This design comes from an exercise in tuning for small area, a short achievable clock period and few clock cycles on the open sky130 flow, not from production work. RTL that was checked went through simulation tests only; none was proved equivalent to the original. No activity file was given, so power comes from the tool's default toggle rates.

Design cab_bridge_top, start of the top module:
module cab_bridge_top (
  input  logic        clk,
  input  logic        rst_n,
  input  logic [31:0] maddr,
  input  logic [63:0] mwdata,
  input  logic [1:0]  mwr,
  input  logic [1:0]  mreq,
  output logic [1:0]  mrdy,
  output logic [1:0]  mdn,
  output logic [63:0] mrdata,
  input  logic [1:0]  srdy,
  input  logic [1:0]  sack,
  input  logic [31:0] sackdata,
  output logic [1:0]  sreq,
  output logic [31:0] sreqdata
);
==> flow/config.mk <==
export PLATFORM = sky130hd
export DESIGN_NAME = cab_bridge_top
export DESIGN_NICKNAME = cab_bridge_top
export VERILOG_FILES = /design/flow/design.v
export SDC_FILE = /design/flow/constraint.sdc
export NUM_CORES = 4
export LEC_CHECK = 0
export CAP_MARGIN = 20
export CORE_MARGIN = 2
export CORE_UTILIZATION = 75
export SETUP_SLACK_MARGIN = 3.7
export SLEW_MARGIN = 20
==> flow/constraint.sdc <==
create_clock -name core_clock -period 7.0 [get_ports {clk}]
set_input_delay 1.4000 -clock core_clock [delete_from_list [all_inputs] [get_ports {clk}]]
set_output_delay 1.4000 -clock core_clock [all_outputs]
set_load 0.01 [all_outputs]
standard.sh (not shown) runs the stock make flow with config.mk's settings and CLKGATE_MAP_FILE= SYNTH_SCRIPT=/design/flow/synth_recipe.tcl, a recipe that flattens the netlist after the stock synthesis.
==> flow/flow/run.sh <==
#!/bin/bash
# standard layout, with plain buffers on the ports instead of the delay cells
# buffer_ports picks, and a clock tree without dummy loads
set -euo pipefail
bash standard.sh "BUFFER_PORTS_ARGS=-buffer_cell sky130_fd_sc_hd__buf_1" \
  "CTS_ARGS=-sink_clustering_enable -repair_clock_nets -dont_use_dummy_load -sink_clustering_size 30 -buf_list sky130_fd_sc_hd__clkbuf_8 -root_buf sky130_fd_sc_hd__clkbuf_16" \
  finish > standard.log 2>&1
Testbench counts at the start, summed over its fixed seeds: cycles 37,465.
==> next run, changes <==
--- a/flow/design.v
+++ b/flow/design.v
@@ -18,54 +18,55 @@
 endpackage
 package cab_map_pkg;
   localparam int CAB_WINDOW = 4096;
   localparam int HDR_OFS_LSB = 2;
   localparam int DEFAULT_TIMEOUT = 250000;
 endpackage
 `timescale 1ns/1ns
 module cab_bridge #(
   parameter int O_DEPTH = 5,        
-  parameter int SLOTS = 1           
+  parameter int SLOTS = 1,          
+  parameter int TIMEOUT_CYCLES = 64
 ) (
   input  logic        clk,
   input  logic        rst_n,
   input  logic [31:0] maddr,
   input  logic [63:0] mwdata,
   input  logic [1:0]  mwr,
   input  logic [1:0]  mreq,
   output logic [1:0]  mrdy,
   output logic [1:0]  mdn,
   output logic [63:0] mrdata,
   input  logic [1:0]  srdy,
   input  logic [1:0]  sack,
   input  logic [31:0] sackdata,
   output logic [1:0]  sreq,
   output logic [31:0] sreqdata
 );
   localparam int OC = $clog2(O_DEPTH + 1);
-  localparam logic [5:0] T_HIT = 6'b100000;
+  localparam int CNT_W = $clog2(TIMEOUT_CYCLES + 1);
   logic          cur_m;             
   logic [1:0]    hv;                
   logic [1:0]    hw;                
   logic [9:0]    hofs [2];          
   logic [1:0]    p1, p2;            
   logic [1:0]    cs;                
   logic          wbv;               
   logic [31:0]   wbuf;
   logic [1:0]    o_mem [O_DEPTH];   
   logic [OC-1:0] o_cnt;
   logic [OC-1:0] wd_cnt [2];        
   logic [1:0]    rd_out [2];        
   logic [1:0]    rcnt [2];          
   logic [1:0]    r_wp, r_rp;        
   logic [1:0]    hsel;              
   logic [31:0]   rmem [2][SLOTS];
-  logic [5:0]    t_cnt;             
+  logic [CNT_W-1:0] t_cnt;
   logic          ans;               
   logic [SLOTS-1:0] sel [2];        
   logic [1:0]    ok_q;              
   logic [1:0]  l_map, l_sl;         
   logic [1:0]  rdy_l;
   logic [1:0]  l_acc;               
   logic        m1;
   logic        a_wr;
   logic [9:0]  a_ofs;
@@ -151,19 +152,19 @@
     assign rc_nz_nx[s] = rpush[s] || rc_base != '0;
     assign r_rp_nx[s] = (SLOTS > 1) && (r_rp[s] ^ rtake[s]);
     assign hv_nx[s] = push[s] || (hv[s] && !(xfer[s] && lastw[s]));
     assign hw_nx[s] = push[s] ? a_wr : hw[s];
     assign p1_nx[s] = push[s] ? 1'b0 : xfer[s] ? (hw[s] && !p1[s] && !p2[s]) : p1[s];
     assign p2_nx[s] = push[s] ? 1'b0 : xfer[s] ? p1[s] : p2[s];
     assign cs_nx[s] = hv_nx[s] && (hw_nx[s] || rd_room_nx[s]);
   end
   assign h_wait = o_cnt != '0 && !hd_w && rd_out[hd_s] != '0 && rcnt[hd_s] == '0;
-  assign t_hit_nx = h_wait && !ans && t_cnt == T_HIT;
+  assign t_hit_nx = h_wait && !ans && t_cnt == CNT_W'(TIMEOUT_CYCLES - 2);
   assign h_wait_nx = o_left && !nh_w && rd_nz_nx[nh_s] && !rc_nz_nx[nh_s];
   assign ans_nx = o_left && (nh_w ? wd_nz_nx[nh_s] : (rc_nz_nx[nh_s] || (t_hit_nx && h_wait_nx)));
   assign wbv_nx = w_push || (wbv && !wr_sent[0] && !wr_sent[1]);
   always_ff @(posedge clk or negedge rst_n) begin
     if (!rst_n) begin
       cur_m <= 1'b0;
       hv <= '0;
       p1 <= '0;
       p2 <= '0;
@@ -185,19 +186,19 @@
       end
     end else begin
       if (acc) cur_m <= m1;
       hv <= hv_nx;
       p1 <= p1_nx;
       p2 <= p2_nx;
       cs <= cs_nx;
       wbv <= wbv_nx;
       o_cnt <= o_push ? o_inc : o_base;
-      t_cnt <= (h_wait && !ans) ? {t_cnt[4:0], t_cnt[5] ~^ t_cnt[4]} : '0;
+      t_cnt <= (h_wait && !ans) ? t_cnt + 1'b1 : '0;
       ans <= ans_nx;
       mdn <= ans_nx ? (cur_m ? 2'b10 : 2'b01) : 2'b00;
       r_rp <= r_rp_nx;
       for (int s = 0; s < 2; s++) begin
         wd_cnt[s] <= wd_nx[s];
         rd_out[s] <= rd_out_nx[s];
         rcnt[s] <= rcnt_nx[s];
         if (sack[s]) hsel[s] <= !hsel[s];
         if (rpush[s] && SLOTS > 1) r_wp[s] <= !r_wp[s];
Effect:
- core utilization rises by 1.2 points
- via count rises by a few percent
- final cell count rises by a few percent
- clock skew rises by 3.2 ps
- total power rises by a few percent
- setup slack hardly moves
- sequential power barely changes
- sequential share of layout area falls by 1.1 points
- non-clock buffer count rises by 3
- maximum frequency barely changes
Only the layout flow was run in the second run of this note; the RTL was not checked for function there.

what the ideal ports hide:
In the flow no input, the clock included, has a driving cell. The finished layouts below were timed again as built, in two steps. Step 1 (the two cells are an assumption about what drives the block):
set clk [get_ports {clk}]
set_driving_cell -lib_cell sky130_fd_sc_hd__clkbuf_16 $clk
set_driving_cell -lib_cell sky130_fd_sc_hd__buf_2 [delete_from_list [all_inputs] $clk]
Step 2, shift: input delay + t, output delay - t, t = (earliest + latest rising clock arrival at the registers) / 2. This alone moves slack from input paths to output paths. Slacks: no drivers / after step 1 / after step 2; pairs: no drivers / after step 1.
| run | t (ns) | slack for setup (ns) | worst setup path after step 2 |
|---|---|---|---|
| the first run | 0.397 | 3.594 / 3.560 / 3.409 | input to register |
| the second run | 0.411 | 3.592 / 3.544 / 3.293 | input to register |
After both steps every run listed still meets setup and hold. For the second run, which loses most, drivers alone change the setup slack by -0.048 ns; drivers and shift together by -0.299 ns.
